This is an optimization exercise on Yosys and OpenROAD, whose aim is small area, not a production implementation. In this exercise RTL edits were held to simulation tests only and were not proved equivalent to the original.

==> flow/design.v (outline; a module is shown in full before it is edited, if it fits) <==
// module fma_fa: 10 lines
// module fma_ha: 9 lines
// module fma_lzc: 13 lines
// module fma_mul_lo: 2887 lines
// module fma_mul_hi: 4431 lines
// module fma_align_ctl: 19 lines
// module fma_align: 36 lines
// module fma_add_norm: 13 lines
// module fma_round: 23 lines
// module fma_top: 148 lines
module fma_top (
    input  logic        clk,
    input  logic        rst,
    input  logic        in_valid,
    input  logic [63:0] a,
    input  logic [63:0] b,
    input  logic [63:0] c,
    output logic        c_req,
    output logic [63:0] result,
    output logic        out_valid,
    output logic        error
);
  // ...
==> flow/run.sh <==
#!/bin/bash
# synth_recipe.tcl (not shown) runs the flow's synth.tcl, then flattens the netlist and writes it again
# the make line also repeats each setting of config.mk as NAME=value (left out here)
make -C /OpenROAD-flow-scripts/flow DESIGN_CONFIG=/design/flow/config.mk WORK_HOME=/design/flow/orfs CLKGATE_MAP_FILE= SYNTH_SCRIPT=/design/flow/synth_recipe.tcl finish
==> flow/config.mk <==
export PLATFORM = sky130hd
export DESIGN_NAME = fma_top
export DESIGN_NICKNAME = fma_top
export VERILOG_FILES = /design/flow/design.v
export SDC_FILE = /design/flow/constraint.sdc
export NUM_CORES = 4
export LEC_CHECK = 0
export CAP_MARGIN = 20
export CORE_MARGIN = 2
export CORE_UTILIZATION = 40
export GPL_TIMING_DRIVEN = 0
export SETUP_SLACK_MARGIN = 0.2
export SLEW_MARGIN = 20
export SYNTH_HIERARCHICAL = 1
export SYNTH_MINIMUM_KEEP_SIZE = 0
==> flow/constraint.sdc <==
create_clock -name core_clock -period 7.5 [get_ports {clk}]
set_input_delay 1.5000 -clock core_clock [delete_from_list [all_inputs] [get_ports {clk}]]
set_output_delay 1.5000 -clock core_clock [all_outputs]
set_load 0.01 [all_outputs]
==> impl_metrics.env, run 1 <==
export IMPL_status="complete, but fails checks"
export IMPL_violations="negative setup slack"
export IMPL_routed_wl_um=465000
export IMPL_multi_input_cells=8109
export IMPL_multi_input_area_um2=83400
export IMPL_finalSetupViolations=11
export IMPL_viasPerCell=6.44
export IMPL_stdcell_area_um2=112000
export IMPL_max_freq_mhz=129
export IMPL_hold_slack_ns=0.325
export IMPL_fin_crit_sh_pct=104
export IMPL_cpPeakStageDelay_ns=0.61
export IMPL_cts_buffers=59
export IMPL_critPathLaunch="a[28]"
export IMPL_hold_viol=0
export IMPL_nWellTaps=3150
export IMPL_clock_tree_buffer_depth=3
export IMPL_rsz0062_at_grt="yes"
export IMPL_holdPathStages=0
export IMPL_syn_num_nets=11700
export IMPL_hp_class="reg2reg"
export IMPL_io_pins=262
export IMPL_worst_slack_ns=-0.274
export IMPL_insertedDiodeCount=11
export IMPL_fin_crit_ns=7.77
export IMPL_die_area_um2=240000
==> run 2, diff against run 1 <==
--- a/flow/config.mk
+++ b/flow/config.mk
@@ -9,5 +9,4 @@
 export CORE_MARGIN = 2
 export CORE_UTILIZATION = 40
-export GPL_TIMING_DRIVEN = 0
 export SETUP_SLACK_MARGIN = 0.2
 export SLEW_MARGIN = 20
==> run 2 against run 1 <==
Now clean on timing, DRC and antenna. Register-to-register slack improved by 0.26 ns. First-iteration DRC count fell by 6.3%. Sequential cell count did not move. Via count fell by 1.9%. Die area did not move. Non-clock buffer count rose by 333. Global-route usage fell by 6.4 points. Worst setup slack improved by 0.50 ns. Clock skew fell by 0.0053 ns. Largest cell class unchanged. Highest routed layer unchanged.
==> impl_metrics.env, run 2 <==
export IMPL_io_pins=262
export IMPL_place_area_um2=110000
export IMPL_layout_common_cells="xnor2_1, buf_4, a22oi_1"
export IMPL_largest_register_ffs=64
export IMPL_yosysWarnings=10
export IMPL_holdPathStages=0
export IMPL_n_fill_cell=21700
export IMPL_remaining_drc_errors=0
export IMPL_hold_slack_ns=0.296
export IMPL_top_regs="result (64), s1_q (56)"
export IMPL_area_delta_synth_final_pct=22.3
export IMPL_r2r_cells=25
export IMPL_die_h_um=490
export IMPL_crit_arrival_ns=7.88
export IMPL_num_rows=178
export IMPL_viasPerCell=6.17
export IMPL_finalClockSkew_ns=0.0652
export IMPL_syn_num_nets=11700
export IMPL_cpPeakStageDelay_ns=0.59
export IMPL_multi_input_area_um2=82300
export IMPL_clk_latency_ns=0.72
export IMPL_io_buffers=261
export IMPL_grt_ovfl_total=0
export IMPL_die_area_um2=240000
export IMPL_grt_usage_pct=31.0
export IMPL_rsz0062_at_grt="yes"
export IMPL_grt_pass1_wl_um=571000
export IMPL_finalSetupViolations=0
export IMPL_cp_end_kind="flop"
export IMPL_clk_pin_slew_ns=0.06
export IMPL_cts_buffers=54
export IMPL_cts_tree="yes"
export IMPL_max_freq_mhz=137
export IMPL_stdcell_area_um2=116000
export IMPL_met1Wirelength_um=154000
export IMPL_routed_wl_um=387000
export IMPL_post_dp_hpwl_um=306000
export IMPL_top_layer_used="met5"
export IMPL_hold_viol=0
export IMPL_min_delay_start="ex3_q[9]$_DFF_P_"
export IMPL_globalplace_congestion=1.01
export IMPL_fin_nets=12600
export IMPL_fin_crit_sh_pct=97.0
export IMPL_vias=85700
export IMPL_initial_core_util_pct=40.2
export IMPL_syn_cell_area_um2=94500
export IMPL_hp_class="reg2reg"
export IMPL_reg2reg_to="pm_q[50]$_DFF_P_"
export IMPL_grt_pass1_vias=86700
export IMPL_maxCapViolCount=0
export IMPL_worst_slack_ns=0.223
export IMPL_path_max_fanout=7
export IMPL_critical_path_most_common_cell="fa_1"
export IMPL_crit_buf_inv=6
export IMPL_pre_cts_ws_ns=-1.20
export IMPL_min_to="ex4_q[9]$_DFF_P_"
export IMPL_wl_per_cell_um=27.9
export IMPL_slowest_stage="fa_1"
export IMPL_maxSlewViolCount=0
export IMPL_crit_required_ns=8.10
export IMPL_fin_crit_ns=7.28
export IMPL_tightest_slew_ns=0.924
export IMPL_grt_max_degree=60
export IMPL_antenna_found_initial=5
export IMPL_met2_length_um=174000
export IMPL_critical_path_top_delay_family="adder cells"
export IMPL_avgSynthCellArea_um2=9.62
export IMPL_cts_sink_count=489
export IMPL_post_route_util_pct=49.2
export IMPL_core_area_um2=235000
export IMPL_drt_initial_drc_count=10100
export IMPL_crit_path_start_kind="flop"
export IMPL_dr_wl_met3_um=37500
export IMPL_synth_cells=9824
export IMPL_cts_max_level=2
export IMPL_r2r_start="fb_q[37]$_DFF_P_"
export IMPL_top_register="result"
export IMPL_register_area_um2=9870
export IMPL_status="timing/DRC/antenna clean"
export IMPL_regToRegSetupSlack_ns=0.22
export IMPL_first_pass_iters=9
export IMPL_final_antenna_net_count=0
export IMPL_maxSlewHeadroom_pct=37.9
export IMPL_critical_path_class="reg2reg"
export IMPL_final_common_cell="xnor2_1"
export IMPL_clock_root_buffer="clkbuf_16"
export IMPL_drive_above_1_share_pct=22.8
export IMPL_clock_tree_buffer_depth=3
export IMPL_fp_dieW_um=490
## run 2: timing repair
item,CTS,global route
buffers inserted,69,46
gates cloned,6,4
pin swaps,199,294
resized for setup,268,322
hold buffers,0,0
setup endpoints to repair,87,56
## run 2: per-stage QoR
stage	cells	setup TNS [ns]
floorplan	9824	0
finish	13900	0
CTS	13800	0
global route	13900	0
detailed placement	13700	-44.87
global placement	13700	-39.23
## run 2: how the worst max path moves through the flow
stage / to / from / slack (ns) / cells after the start
6_report: pm_q[50]$_DFF_P_ / fb_q[37]$_DFF_P_ / 0.22 / 25
5_1_grt: plo_q[45]$_DFF_P_ / b[5] / 0.06 / 27
4_1_cts: pm_q[51]$_DFF_P_ / fb_q[22]$_DFF_P_ / 0.17 / 23
3_5_place_dp: plo_q[41]$_DFF_P_ / b[3] / -1.20 / 24
3_3_place_gp: plo_q[50]$_DFF_P_ / b[5] / -1.18 / 21
2_1_floorplan: plo_q[50]$_DFF_P_ / b[3] / 0.20 / 22
## run 2: worst register-to-register path, stage by stage, from the launching register on
cell and delay (ns):
dfxtp_4 0.36, buf_12 0.15, buf_12 0.14, o21ai_4 0.24
buf_6 0.17, buf_4 0.13, buf_12 0.12, a22oi_1 0.08
xnor2_1 0.22, fa_1 0.53, fa_1 0.54, fa_1 0.59
fa_1 0.46, fa_1 0.54, fa_2 0.51, ha_1 0.23
a2111o_1 0.35, a31o_2 0.25, o21ai_4 0.17, nand3_2 0.10
or3_4 0.45, a31o_4 0.30, a21boi_2 0.14, buf_4 0.14
o41ai_4 0.07, xor2_1 0.26
## run 2: layer usage
layer	global-route usage [%]	up-vias
li1	-	36700
met1	41.0	43000
met2	48.9	5036
met3	5.84	894
met4	14.2	2
met5	0.218	-
## run 2: cell type report
type	instances	area share [%]
Timing Repair inverter	1	0.00541
Clock inverter	30	0.385
Inverter	281	0.939
Clock buffer	72	1.34
Timing Repair Buffer	1746	14.2
Antenna cell	1	0.00217
Multi-Input combinational cell	8109	71.2
Sequential cell	489	8.54
Tap cell	3150	3.41

## separate check: timing with driven ports
Ports are ideal in the flow. The routed layouts listed here were re-timed in OpenROAD.
Step 1 assumes that a clkbuf_16 drives the clock port and a buf_2 every other input.
Step 2 moves the port delays by t, midway between the first and last clock arrival at a register: inputs arrive t later, outputs are due t later. That takes back most of the time a late clock gives input paths.
a / b / c = ideal ports / drivers / drivers and shift; a / b = the first two.
| run | shift t [ns] | setup slack, ns | hold slack, ns | worst setup path after step 2 | cell pins on the clock port's net |
|---|---|---|---|---|---|
| run 1 | 0.836 | -0.274 / -0.205 / -1.041 | 0.325 / 0.325 / 0.325 | input to register | 1 |
| run 2 | 0.795 | 0.223 / 0.223 / -0.462 | 0.296 / 0.296 / 0.296 | input to register | 1 |
Met with ideal ports but missed after step 2: setup timing in run 2. The setup slack of run 1, which loses most, moves by +0.069 ns with the drivers and by -0.767 ns with both steps.
